What follows belongs to an exercise in optimizing a design on an open flow for small area; a production flow would make more cautious choices. Function was checked by simulation only, so behaviour that the tests miss may differ from the original. No activity file was given, so power comes from the tool's default toggle rates.

==> trial 96: inputs <==
==> flow/design.v (excerpt) <==
module matrix_calc_top (
	input  logic       clk,
	input  logic       rst_n,
	input  logic       rx_valid,
	input  logic [7:0] rx_data,
	input  logic [7:0] command,
	input  logic [7:0] scalar_in,
	input  logic       confirm,
	input  logic       tx_busy,
	output logic       tx_start,
	output logic [7:0] tx_data,
	output logic       busy,
	output logic       error,
	output logic       timer_active
);
export LEC_CHECK = 0
export ABC_AREA = 1
export CAP_MARGIN = 5
export CORE_MARGIN = 2
export CORE_UTILIZATION = 40
export GPL_TIMING_DRIVEN = 0
export SLEW_MARGIN = 5
create_clock -name core_clock -period 11.0 [get_ports {clk}]
standard.sh (not shown) runs the stock make flow with config.mk's settings and CLKGATE_MAP_FILE= SYNTH_SCRIPT=/design/flow/synth_recipe.tcl, a recipe that flattens the netlist after the stock synthesis.
==> flow/flow/run.sh <==
#!/bin/bash
# The standard layout with two changes to synthesis, made in a copy of ORFS's
# scripts: the logic is mapped with an area-oriented ABC script
# (flow/abc_area.script) in place of ORFS's, and Yosys's generic "abc -fast"
# inside "synth -run fine:" is skipped, so that extract_fa sees the adder
# network as written. Registers come out exactly as in the standard synthesis.
# Ports are buffered with the smallest buffer; clock tree synthesis uses
# larger sink clusters and no dummy loads. Every other step is standard.
set -euo pipefail
here=$(pwd)
rm -rf "$here/scripts"
cp -r "$FLOW_HOME/scripts" "$here/scripts"
cp "$here/flow/abc_area.script" "$here/scripts/abc_area.script"
sed -i 's/synth -top \$::env(DESIGN_NAME) -run fine:/synth -noabc -top $::env(DESIGN_NAME) -run fine:/' \
	"$here/scripts/synth.tcl"
grep -n "synth -noabc" "$here/scripts/synth.tcl" > "$here/synth_patch.log" 2>&1 || true
bash standard.sh SCRIPTS_DIR="$here/scripts" \
	CTS_ARGS="-sink_clustering_enable -repair_clock_nets -dont_use_dummy_load -sink_clustering_size 16 -sink_clustering_max_diameter 70 -buf_list sky130_fd_sc_hd__clkbuf_8" \
	BUFFER_PORTS_ARGS="-buffer_cell sky130_fd_sc_hd__buf_1" finish > "$here/orfs_make.log" 2>&1
==> flow/flow/abc_area.script <==
strash
dc2
&get -n
&dch -f
&nf -R 1000
&put
strash
&get -n
&dch -f
&nf -R 1000
&put
topo
==> trial 82 (differences from trial 96) <==
--- a/flow/design.v
+++ b/flow/design.v
@@ -193,28 +193,27 @@
 	output logic [7:0] tx_data,
 	output logic       busy,
 	output logic       error,
 	output logic       timer_active
 );
 	localparam logic [1:0] GET_M = 2'd0, GET_N = 2'd1, GET_ELEM = 2'd2;
 	logic [1:0]  ld_state;
-	logic [2:0]  m_q, n_q;
+	logic [2:0]  m1_q, n1_q;      
 	logic [2:0]  lr, lc;          
-	logic [2:0]  lr_inc, lc_inc;
 	logic        slot;            
 	logic        wr_en;
 	logic        load_error;
 	logic [99:0] stage;           
 	logic        dim_ok, elem_ok, lc_last, lr_last, elem_in;
+	logic [2:0]  rx_dim1;
 	assign dim_ok  = (rx_data != 8'd0) && (rx_data <= 8'd5);
 	assign elem_ok = rx_data <= 8'd9;
-	assign lr_inc  = lr + 3'd1;
-	assign lc_inc  = lc + 3'd1;
-	assign lc_last = (lc_inc == n_q);
-	assign lr_last = (lr_inc == m_q);
+	assign rx_dim1 = rx_data[2:0] - 3'd1;
+	assign lc_last = (lc == n1_q);
+	assign lr_last = (lr == m1_q);
 	assign elem_in = rx_valid && elem_ok && ld_state == GET_ELEM;
 	always_ff @(posedge clk or negedge rst_n) begin
 		if (!rst_n) begin
 			ld_state   <= GET_M;
 			slot       <= 1'b0;
 			wr_en      <= 1'b0;
 			load_error <= 1'b0;
@@ -246,53 +245,53 @@
 					end
 				endcase
 			end
 		end
 	end
 	always_ff @(posedge clk) begin
 		if (rx_valid && ld_state == GET_M)
-			m_q <= rx_data[2:0];
+			m1_q <= rx_dim1;
 		if (rx_valid && ld_state == GET_N) begin
-			n_q <= rx_data[2:0];
+			n1_q <= rx_dim1;
 			lr <= '0;
 			lc <= '0;
 		end else if (elem_in) begin
 			if (lc_last) begin
 				lc <= '0;
-				lr <= lr_inc;
+				lr <= lr + 3'd1;
 			end else begin
-				lc <= lc_inc;
+				lc <= lc + 3'd1;
 			end
 		end
 		for (int i = 0; i < 5; i++)
 			for (int j = 0; j < 5; j++)
 				if (elem_in && lr == i && lc == j)
 					stage[4*(5*i+j) +: 4] <= rx_data[3:0];
 	end
 	logic [99:0] a_d, b_d;        
-	logic [2:0]  a_m, a_n, b_m, b_n;
+	logic [2:0]  a_m1, a_n1, b_m1, b_n1;
 	logic        a_valid, b_valid;
 	always_ff @(posedge clk or negedge rst_n) begin
 		if (!rst_n) begin
 			a_valid <= 1'b0;
 			b_valid <= 1'b0;
 		end else if (wr_en) begin
 			if (slot) b_valid <= 1'b1;
 			else      a_valid <= 1'b1;
 		end
 	end
 	always_ff @(posedge clk) begin
 		if (wr_en && !slot) begin
-			a_m <= m_q;
-			a_n <= n_q;
+			a_m1 <= m1_q;
+			a_n1 <= n1_q;
 			a_d  <= stage;
 		end
 		if (wr_en && slot) begin
-			b_m <= m_q;
-			b_n <= n_q;
+			b_m1 <= m1_q;
+			b_n1 <= n1_q;
 			b_d  <= stage;
 		end
 	end
 	localparam logic [3:0]
 		S_IDLE   = 4'd0,
 		S_ERR    = 4'd1,
 		S_CHKOK  = 4'd2,    
@@ -305,34 +304,32 @@
 		S_SEND   = 4'd9,    
 		S_SDONE  = 4'd10;   
 	localparam logic [1:0] OP_T = 2'd0, OP_S = 2'd1, OP_A = 2'd2, OP_M = 2'd3;
 	logic [3:0] state, next_state;
 	logic [1:0] op;
 	logic [3:0] scalar;
 	logic       load_err_q;
-	logic [2:0] r, c, k, r_inc, c_inc, k_inc;
+	logic [2:0] r, c, k, k_inc;
 	logic       gap;
 	logic       fit, k_last, c_last, r_last, t_end, bad_in;
-	logic [2:0] rm, rn;
+	logic [2:0] rm1, rn1;
 	always_comb begin
 		case (op)
 			OP_T, OP_S: fit = a_valid;
-			OP_A:       fit = a_valid && b_valid && a_m == b_m && a_n == b_n;
-			default:    fit = a_valid && b_valid && a_n == b_m;
+			OP_A:       fit = a_valid && b_valid && a_m1 == b_m1 && a_n1 == b_n1;
+			default:    fit = a_valid && b_valid && a_n1 == b_m1;
 		endcase
 	end
-	assign rm     = (op == OP_T) ? a_n : a_m;
-	assign rn     = (op == OP_T) ? a_m : (op == OP_M) ? b_n : a_n;
-	assign r_inc  = r + 3'd1;
-	assign c_inc  = c + 3'd1;
-	assign k_inc  = k + 3'd1;
-	assign k_last = (op != OP_M) || (k_inc == a_n);
-	assign c_last = (c_inc == rn);
-	assign r_last = (r_inc == rm);
+	assign rm1    = (op == OP_T) ? a_n1 : a_m1;
+	assign rn1    = (op == OP_T) ? a_m1 : (op == OP_M) ? b_n1 : a_n1;
+	assign k_last = (op != OP_M) || (k == a_n1);
+	assign c_last = (c == rn1);
+	assign r_last = (r == rm1);
 	assign t_end  = (c == 3'd6) && (k == 3'd0);
+	assign k_inc  = k + 3'd1;
 	assign bad_in = command[2] || (command[1:0] == OP_S && scalar_in > 8'd9);
 	assign tx_start = (state == S_SEND) && !gap && !tx_busy;
 	always_comb begin
 		next_state = state;
 		case (state)
 			S_IDLE: begin
 				if (load_error || load_err_q)
@@ -349,58 +346,58 @@
 			S_SSTART: next_state = S_SEND;
 			S_SEND:   if (tx_start && k[1:0] == 2'd3 && c_last && r_last) next_state = S_SDONE;
 			S_SDONE:  next_state = S_IDLE;
 			S_ERR:    if (t_end) next_state = S_IDLE;
 			default:  next_state = S_IDLE;
 		endcase
 	end
-	always_ff @(posedge clk)
-		gap <= tx_start;
 	always_ff @(posedge clk) begin
 		if (state == S_IDLE && confirm) begin
 			op     <= command[1:0];
 			scalar <= scalar_in[3:0];
 		end
 	end
 	always_ff @(posedge clk or negedge rst_n) begin
 		if (!rst_n) begin
 			state      <= S_IDLE;
 			load_err_q <= 1'b0;
 			r          <= '0;
 			c          <= '0;
 			k          <= '0;
+			gap        <= 1'b0;
 		end else begin
 			state <= next_state;
+			gap   <= tx_start;
 			if (state == S_IDLE)
 				load_err_q <= 1'b0;
 			else if (load_error && state != S_ERR)
 				load_err_q <= 1'b1;
 			case (state)
 				S_RUN: begin
 					if (!k_last) begin
 						k <= k_inc;
 					end else begin
 						k <= '0;
 						if (c_last) begin
 							c <= '0;
-							r <= r_last ? 3'd0 : r_inc;
+							r <= r_last ? 3'd0 : r + 3'd1;
 						end else begin
-							c <= c_inc;
+							c <= c + 3'd1;
 						end
 					end
 				end
 				S_SEND: begin
 					if (tx_start) begin
 						k <= (k[1:0] == 2'd3) ? 3'd2 : k_inc;
 						if (k[1:0] == 2'd3) begin
 							if (c_last) begin
 								c <= '0;
-								r <= r_inc;
+								r <= r + 3'd1;
 							end else begin
-								c <= c_inc;
+								c <= c + 3'd1;
 							end
 						end
 					end
 				end
 				S_SDONE: begin
 					r <= '0;
 					c <= '0;
@@ -409,34 +406,35 @@
 				S_ERR: begin
 					if (t_end) begin
 						c <= '0;
 						k <= '0;
 					end else begin
 						k <= k_inc;
 						if (k == 3'd7)
-							c <= c_inc;
+							c <= c + 3'd1;
 					end
 				end
 				default: ;
 			endcase
 		end
 	end
 	assign busy         = (state != S_IDLE) && (state != S_ERR);
 	assign error        = (state == S_ERR) && !t_end;
 	assign timer_active = error;
 	logic [2:0]  ri, ji;
 	logic [19:0] arow;
 	logic [3:0]  ar [5];
 	logic [3:0]  bc [5];
-	logic [3:0]  aj, ys;
+	logic [3:0]  aj, bj, ys;
 	logic [3:0]  x [5];
 	logic [3:0]  y [5];
 	logic [3:0]  e;
 	logic        mult;
 	logic [8:0]  val, val_q;
+	logic [2:0]  dim1;
 	assign mult = (op == OP_M);
 	assign ri   = (op == OP_T) ? c : r;
 	assign ji   = (op == OP_T) ? r : c;
 	assign ys   = (op == OP_S) ? scalar : 4'd1;
 	always_comb begin
 		case (ri)
 			3'd0:    arow = a_d[19:0];
@@ -458,28 +456,36 @@
 		case (ji)
 			3'd0:    aj = ar[0];
 			3'd1:    aj = ar[1];
 			3'd2:    aj = ar[2];
 			3'd3:    aj = ar[3];
 			default: aj = ar[4];
 		endcase
+		case (r)
+			3'd0:    bj = bc[0];
+			3'd1:    bj = bc[1];
+			3'd2:    bj = bc[2];
+			3'd3:    bj = bc[3];
+			default: bj = bc[4];
+		endcase
 		x[0] = mult ? ar[0] : aj;
 		y[0] = mult ? bc[0] : ys;
 		for (int q = 1; q < 5; q++) begin
-			x[q] = (mult && q < a_n) ? ar[q] : {3'd0, op == OP_A && r == q};
+			x[q] = (mult && q <= a_n1) ? ar[q] : 4'd0;
 			y[q] = bc[q];
 		end
-		e = (op == OP_A && r == 3'd0) ? bc[0] : 4'd0;
+		e = (op == OP_A) ? bj : 4'd0;
 	end
 	matrix_alu u_dot (.x0(x[0]), .y0(y[0]), .x1(x[1]), .y1(y[1]), .x2(x[2]), .y2(y[2]),
 		.x3(x[3]), .y3(y[3]), .x4(x[4]), .y4(y[4]), .e, .val);
 	always_ff @(posedge clk)
 		val_q <= val;
+	assign dim1 = k[0] ? rn1 : rm1;
 	always_comb begin
 		if (!k[1])
-			tx_data = {5'd0, k[0] ? rn : rm};
+			tx_data = {5'd0, dim1 + 3'd1};
 		else if (!k[0])
 			tx_data = {7'd0, val_q[8]};
 		else
 			tx_data = val_q[7:0];
 	end
 endmodule
==> flow/flow/run.sh (replaced) <==
#!/bin/bash
# The standard layout with two changes to synthesis, made in a copy of ORFS's
# scripts: the logic is mapped with an area-oriented ABC script
# (flow/abc_area.script) in place of ORFS's, and Yosys's generic "abc -fast"
# inside "synth -run fine:" is skipped, so that extract_fa sees the adder
# network as written. Registers come out exactly as in the standard synthesis.
# Ports are buffered with the smallest buffer. Every other step is standard.
set -euo pipefail
here=$(pwd)
rm -rf "$here/scripts"
cp -r "$FLOW_HOME/scripts" "$here/scripts"
cp "$here/flow/abc_area.script" "$here/scripts/abc_area.script"
sed -i 's/synth -top \$::env(DESIGN_NAME) -run fine:/synth -noabc -top $::env(DESIGN_NAME) -run fine:/' \
	"$here/scripts/synth.tcl"
grep -n "synth -noabc" "$here/scripts/synth.tcl" > "$here/synth_patch.log" 2>&1 || true
bash standard.sh SCRIPTS_DIR="$here/scripts" \
	BUFFER_PORTS_ARGS="-buffer_cell sky130_fd_sc_hd__buf_1" finish > "$here/orfs_make.log" 2>&1
CAP_MARGIN = 20   (was 5)
GPL_TIMING_DRIVEN = not set   (was 0)
SLEW_MARGIN = 20   (was 5)
==> comparison <==
- Between trial 96 and trial 82, the lower clock power is in trial 96 (gap about 50%, measured against trial 82).
- Between trial 82 and trial 96, the lower power is in trial 96 (gap 21%, measured against trial 96).
- Between trial 96 and trial 82, the lower via count is in trial 96 (gap 2.3%, measured against trial 82).
- Between trial 96 and trial 82, the lower global-route usage is in trial 82 (gap 0.099 points).
- Flip-flop and latch count is the same in trial 96 and trial 82.

[static timing again, ports no longer ideal]
The results above use ideal ports. As a check the final layouts listed here were re-extracted and re-timed, cells and wires unchanged. Step 1 (the two cells are an assumption about what drives the block):
set clk [get_ports {clk}]
set_driving_cell -lib_cell sky130_fd_sc_hd__clkbuf_16 $clk
set_driving_cell -lib_cell sky130_fd_sc_hd__buf_2 [delete_from_list [all_inputs] $clk]
Step 2, shift: input delay + t, output delay - t, t = (earliest + latest rising clock arrival at the registers) / 2. This alone moves slack from input paths to output paths. Slacks: ideal ports / drivers / drivers and shift; pairs: ideal ports / drivers.
run	shift t [ns]	setup slack, ns	hold WS [ns]	worst setup path after step 2	worst register clock-pin slew, ns
trial 96	0.630	1.809 / 1.809 / 1.809	0.431 / 0.431 / 0.431	register to register	0.11 / 0.11
trial 82	0.586	2.824 / 2.824 / 2.824	0.436 / 0.436 / 0.436	register to register	0.06 / 0.06
After both steps every run listed still meets setup and hold.
